Background: an optimization exercise with open tools, aiming at small area. Do not read the settings as production practice.
Only simulation tests tie the RTL to the original design; equivalence was not proved.
Power figures rest on the tool's default switching activity, not on a simulated workload.

== raven ==
## lpddr5_device_responder
module lpddr5_device_responder #(
  parameter int BANKS = BANK_NUMBER,
  parameter int ROW_W = ROW_PER_BANK_GROUP_ADDRESS_WIDTH,
  parameter int COL_W = COL_WIDTH,
  parameter int DW    = DATA_WIDTH,
  localparam int BW   = $clog2(BANKS)
) (
  input  logic             clk,
  input  logic             rst,
  input  logic             cmd_valid,
  input  logic [2:0]       cmd,
  input  logic [BW-1:0]    cmd_bank,
  input  logic [ROW_W-1:0] cmd_row,
  input  logic [COL_W-1:0] cmd_col,
  output logic             rd_valid,
  output logic [DW-1:0]    rd_data,
  output logic             err_valid,
  output logic [2:0]       err_code,
  output logic             ref_overdue
);
  logic [3:0]       st [BANKS];
  logic [BANKS-1:0] sel, idle;
  logic [ROW_W-1:0] open_row [BANKS];
  logic [3:0] m;
  logic       m_act_ok, m_rw_ok, m_pre_ok, m_pre_eff, m_wr_load;
  for (genvar i = 0; i < 4; i++) begin : g_mmux
    logic [BANKS-1:0] col;
    for (genvar b = 0; b < BANKS; b++) begin : g_c
      assign col[b] = st[b][i];
    end
    lpddr5_mux16 u_mux (.sel(sel), .d(col), .y(m[i]));
  end
  assign m_act_ok  = (m == 4'b0000);
  assign m_pre_eff = (m == 4'b1111);
  assign m_pre_ok  = m_act_ok || m_pre_eff || m == 4'b1000 || m == 4'b1100 || m == 4'b1110;
  assign m_wr_load = m_pre_eff || m == 4'b0111 || m == 4'b1011 || m == 4'b1101 || m == 4'b0110;
  assign m_rw_ok   = m_wr_load || m == 4'b0011 || m == 4'b1001;
  logic [2:0] op;
  logic [2:0] err;
  logic       busy, go, all_idle;
  logic       act_go, rd_go, wr_go, pre_go, ref_go;
  assign op       = cmd;
  assign all_idle = &idle;
  always_comb begin
    err = ERR_NONE;
    if (cmd_valid) begin
      case (op)
        ACT:     if (!m_act_ok) err = ERR_ACT;
        RD:      if (!m_rw_ok)  err = ERR_RD;
        WR:      if (!m_rw_ok)  err = ERR_WR;
        PRE:     if (!m_pre_ok) err = ERR_PRE;
        REF:     if (!all_idle) err = ERR_REF;
        default: err = ERR_NONE;
      endcase
      if (busy && op != NOP && op != 3'd6 && op != 3'd7) err = ERR_BUSY;
    end
  end
  assign go     = cmd_valid && !busy;
  assign act_go = go && (op == ACT) && m_act_ok;
  assign rd_go  = go && (op == RD)  && m_rw_ok;
  assign wr_go  = go && (op == WR)  && m_wr_load;
  ...
Size: ~860 cells after synthesis, about 380 flip-flops, ~0.013 mm^2 of cells after synthesis.
==> module lpddr5_device_responder, before the edit <==
module lpddr5_device_responder #(
  parameter int BANKS = BANK_NUMBER,
  parameter int ROW_W = ROW_PER_BANK_GROUP_ADDRESS_WIDTH,
  parameter int COL_W = COL_WIDTH,
  parameter int DW    = DATA_WIDTH,
  localparam int BW   = $clog2(BANKS)
) (
  input  logic             clk,
  input  logic             rst,
  input  logic             cmd_valid,
  input  logic [2:0]       cmd,
  input  logic [BW-1:0]    cmd_bank,
  input  logic [ROW_W-1:0] cmd_row,
  input  logic [COL_W-1:0] cmd_col,
  output logic             rd_valid,
  output logic [DW-1:0]    rd_data,
  output logic             err_valid,
  output logic [2:0]       err_code,
  output logic             ref_overdue
);
  logic [3:0]       st [BANKS];
  logic [BANKS-1:0] sel, idle;
  logic [ROW_W-1:0] open_row [BANKS];
  logic [3:0] m;
  logic       m_act_ok, m_rw_ok, m_pre_ok, m_pre_eff, m_wr_load;
  for (genvar i = 0; i < 4; i++) begin : g_mmux
    logic [BANKS-1:0] col;
    for (genvar b = 0; b < BANKS; b++) begin : g_c
      assign col[b] = st[b][i];
    end
    lpddr5_mux16 u_mux (.sel(sel), .d(col), .y(m[i]));
  end
  assign m_act_ok  = (m == 4'b0000);
  assign m_pre_eff = (m == 4'b1111);
  assign m_pre_ok  = m_act_ok || m_pre_eff || m == 4'b1000 || m == 4'b1100 || m == 4'b1110;
  assign m_wr_load = m_pre_eff || m == 4'b0111 || m == 4'b1011 || m == 4'b1101 || m == 4'b0110;
  assign m_rw_ok   = m_wr_load || m == 4'b0011 || m == 4'b1001;
  logic [2:0] op;
  logic [2:0] err;
  logic       busy, go, all_idle;
  logic       act_go, rd_go, wr_go, pre_go, ref_go;
  assign op       = cmd;
  assign all_idle = &idle;
  always_comb begin
    err = ERR_NONE;
    if (cmd_valid) begin
      case (op)
        ACT:     if (!m_act_ok) err = ERR_ACT;
        RD:      if (!m_rw_ok)  err = ERR_RD;
        WR:      if (!m_rw_ok)  err = ERR_WR;
        PRE:     if (!m_pre_ok) err = ERR_PRE;
        REF:     if (!all_idle) err = ERR_REF;
        default: err = ERR_NONE;
      endcase
      if (busy && op != NOP && op != 3'd6 && op != 3'd7) err = ERR_BUSY;
    end
  end
  assign go     = cmd_valid && !busy;
  assign act_go = go && (op == ACT) && m_act_ok;
  assign rd_go  = go && (op == RD)  && m_rw_ok;
  assign wr_go  = go && (op == WR)  && m_wr_load;
  assign pre_go = go && (op == PRE) && m_pre_eff;
  assign ref_go = go && (op == REF) && all_idle;
  for (genvar b = 0; b < BANKS; b++) begin : g_bank
    assign sel[b]  = (cmd_bank == BW'(b));
    lpddr5_bank_timer u_bank (
      .clk (clk),
      .rst (rst),
      .sel (sel[b]),
      .act (act_go),
      .pre (pre_go),
      .wr  (wr_go),
      .s   (st[b]),
      .idle(idle[b])
    );
    always_ff @(posedge clk) begin
      if (act_go && sel[b]) open_row[b] <= cmd_row;
    end
  end
  logic [T_CL-1:0]          pipe_v;
  logic [BW+COL_W-1:0]      pipe_d [T_CL];
  always_ff @(posedge clk) begin
    if (rst) pipe_v <= '0;
    else     pipe_v <= {pipe_v[T_CL-2:0], rd_go};
  end
  always_ff @(posedge clk) begin
    pipe_d[0] <= {cmd_bank, cmd_col};
    for (int i = 1; i < T_CL; i++) pipe_d[i] <= pipe_d[i-1];
  end
  logic [BW-1:0] out_bank;
  assign out_bank = pipe_d[T_CL-1][BW+COL_W-1:COL_W];
  assign rd_valid = pipe_v[T_CL-1];
  logic [BANKS-1:0] out_sel;
  logic [ROW_W-1:0] out_row;
  for (genvar b = 0; b < BANKS; b++) begin : g_osel
    assign out_sel[b] = (out_bank == BW'(b));
  end
  for (genvar i = 0; i < ROW_W; i++) begin : g_rmux
    logic [BANKS-1:0] col;
    for (genvar b = 0; b < BANKS; b++) begin : g_c
      assign col[b] = open_row[b][i];
    end
    lpddr5_mux16 u_mux (.sel(out_sel), .d(col), .y(out_row[i]));
  end
  assign rd_data  = DW'({out_row, pipe_d[T_CL-1]});
  logic [2:0] err_q;
  always_ff @(posedge clk) begin
    if (rst) err_q <= ERR_NONE;
    else     err_q <= err;
  end
  assign err_valid = (err_q != ERR_NONE);
  assign err_code  = err_q;
  logic [6:0] rf;
  logic       rf_fb, rfc_on;
  assign rf_fb = (rf[6] ^ rf[5]) & (rf[0] | rf[2] | rf[3] | rf[4] | rf[5]);
  always_ff @(posedge clk) begin
    if (rst || ref_go) rf <= 7'b1100100;
    else               rf <= {rf[5:0], rf_fb};
  end
  always_ff @(posedge clk) begin
    if (rst)                           rfc_on <= 1'b0;
    else if (ref_go)                   rfc_on <= 1'b1;
    else if (rf[1] && rf[4] && rf[6])  rfc_on <= 1'b0;
  end
  assign busy        = rfc_on;
  assign ref_overdue = !(rf[0] || rf[1] || rf[2] || rf[3] || rf[6]);
endmodule
Settings: LEC_CHECK=0, ABC_CLOCK_PERIOD_IN_PS=100000, CAP_MARGIN=5, CORE_MARGIN=2, CORE_UTILIZATION=60, CTS_BUF_LIST=sky130_fd_sc_hd__clkbuf_8, CTS_CLUSTER_DIAMETER=50, CTS_CLUSTER_SIZE=16, SLEW_MARGIN=5, SYNTH_HIERARCHICAL=1; clock period 5.0 ns.
standard.sh (not shown) runs the stock make flow with config.mk's settings and CLKGATE_MAP_FILE= SYNTH_SCRIPT=/design/flow/synth_recipe.tcl, a recipe that flattens the netlist after the stock synthesis.
==> flow/flow/run.sh <==
#!/bin/bash
# Own layout flow: the standard ORFS flow (standard.sh), with two changes:
#  - input/output ports are buffered with buf_1 instead of the delay buffer
#    buffer_ports picks by default;
#  - clock tree synthesis inserts no dummy loads.
# Everything else (synthesis, floorplan, power grid, taps, placement, routing)
# is the standard flow. Each tool's output goes to the logs under orfs/logs;
# the whole run's output is kept in flow_run.log.
set -euo pipefail
export BUFFER_PORTS_ARGS="-buffer_cell sky130_fd_sc_hd__buf_1"
export CTS_ARGS="-sink_clustering_enable -repair_clock_nets -dont_use_dummy_load -buf_list sky130_fd_sc_hd__clkbuf_4 -sink_clustering_size 10 -sink_clustering_max_diameter 35"
bash standard.sh finish > flow_run.log 2>&1
Input changes introduced in ember (baseline for comparison: raven):
diff --git a/flow/design.v b/flow/design.v
--- a/flow/design.v
+++ b/flow/design.v
@@ -92,12 +92,18 @@
 module lpddr5_or2 (
   input  logic a, b,
   output logic y
 );
   assign y = a || b;
 endmodule
+module lpddr5_and2 (
+  input  logic a, b,
+  output logic y
+);
+  assign y = a && b;
+endmodule
 import lpddr5_params::*;
 module lpddr5_device_responder #(
   parameter int BANKS = BANK_NUMBER,
   parameter int ROW_W = ROW_PER_BANK_GROUP_ADDRESS_WIDTH,
   parameter int COL_W = COL_WIDTH,
   parameter int DW    = DATA_WIDTH,
@@ -114,13 +120,13 @@
   output logic [DW-1:0]    rd_data,
   output logic             err_valid,
   output logic [2:0]       err_code,
   output logic             ref_overdue
 );
   logic [3:0]       st [BANKS];
-  logic [BANKS-1:0] sel, idle;
+  logic [BANKS-1:0] sel, idle, row_en;
   logic [ROW_W-1:0] open_row [BANKS];
   logic [3:0] m;
   logic       m_act_ok, m_rw_ok, m_pre_ok, m_pre_eff, m_wr_load;
   for (genvar i = 0; i < 4; i++) begin : g_mmux
     logic [BANKS-1:0] col;
     for (genvar b = 0; b < BANKS; b++) begin : g_c
@@ -168,14 +174,15 @@
       .act (act_go),
       .pre (pre_go),
       .wr  (wr_go),
       .s   (st[b]),
       .idle(idle[b])
     );
+    lpddr5_and2 u_en (.a(act_go), .b(sel[b]), .y(row_en[b]));
     always_ff @(posedge clk) begin
-      if (act_go && sel[b]) open_row[b] <= cmd_row;
+      if (row_en[b]) open_row[b] <= cmd_row;
     end
   end
   logic [T_CL-1:0]          pipe_v;
   logic [BW+COL_W-1:0]      pipe_d [T_CL];
   always_ff @(posedge clk) begin
     if (rst) pipe_v <= '0;
### Flow results
- ember ended up with a higher data arrival time of the critical path than raven did.
- On count of TritonRoute iterations in the first routing pass, raven and ember are neck and neck.
- Comparing wire length of the first global-routing pass for raven and ember, the bigger number came from raven.
- Looking at raven and ember, the final area is a wash.
- ember vs raven — static leakage dropped 0.43%.
- From raven to ember the numbers moved as follows: die area saw little to no change; wire length reported by the detailed router dropped about 2.2%.

[separate check: timing with driven ports]
Ports are ideal in the flow. The routed layouts listed here were re-timed in OpenROAD. Step 1 sets driving cells, clkbuf_16 on the clock port and buf_2 on the other inputs (assumed; they add their load-dependent delay and slew). Step 2, shift: input delay + t, output delay - t, t = (earliest + latest rising clock arrival at the registers) / 2. This alone moves slack from input paths to output paths. Three values: ideal ports, drivers, drivers and shift; two values: the first two.
| run | t (ns) | setup WS [ns] | worst register clock-pin slew, ns |
|---|---|---|---|
| raven | 0.682 | 0.811 / 0.771 / 0.169 | 0.10 / 0.10 |
| ember | 0.678 | 0.706 / 0.662 / 0.503 | 0.10 / 0.10 |
After both steps setup and hold are still met in every run listed. The setup slack of raven, which loses most, moves by -0.040 ns with the drivers and by -0.642 ns with both steps.
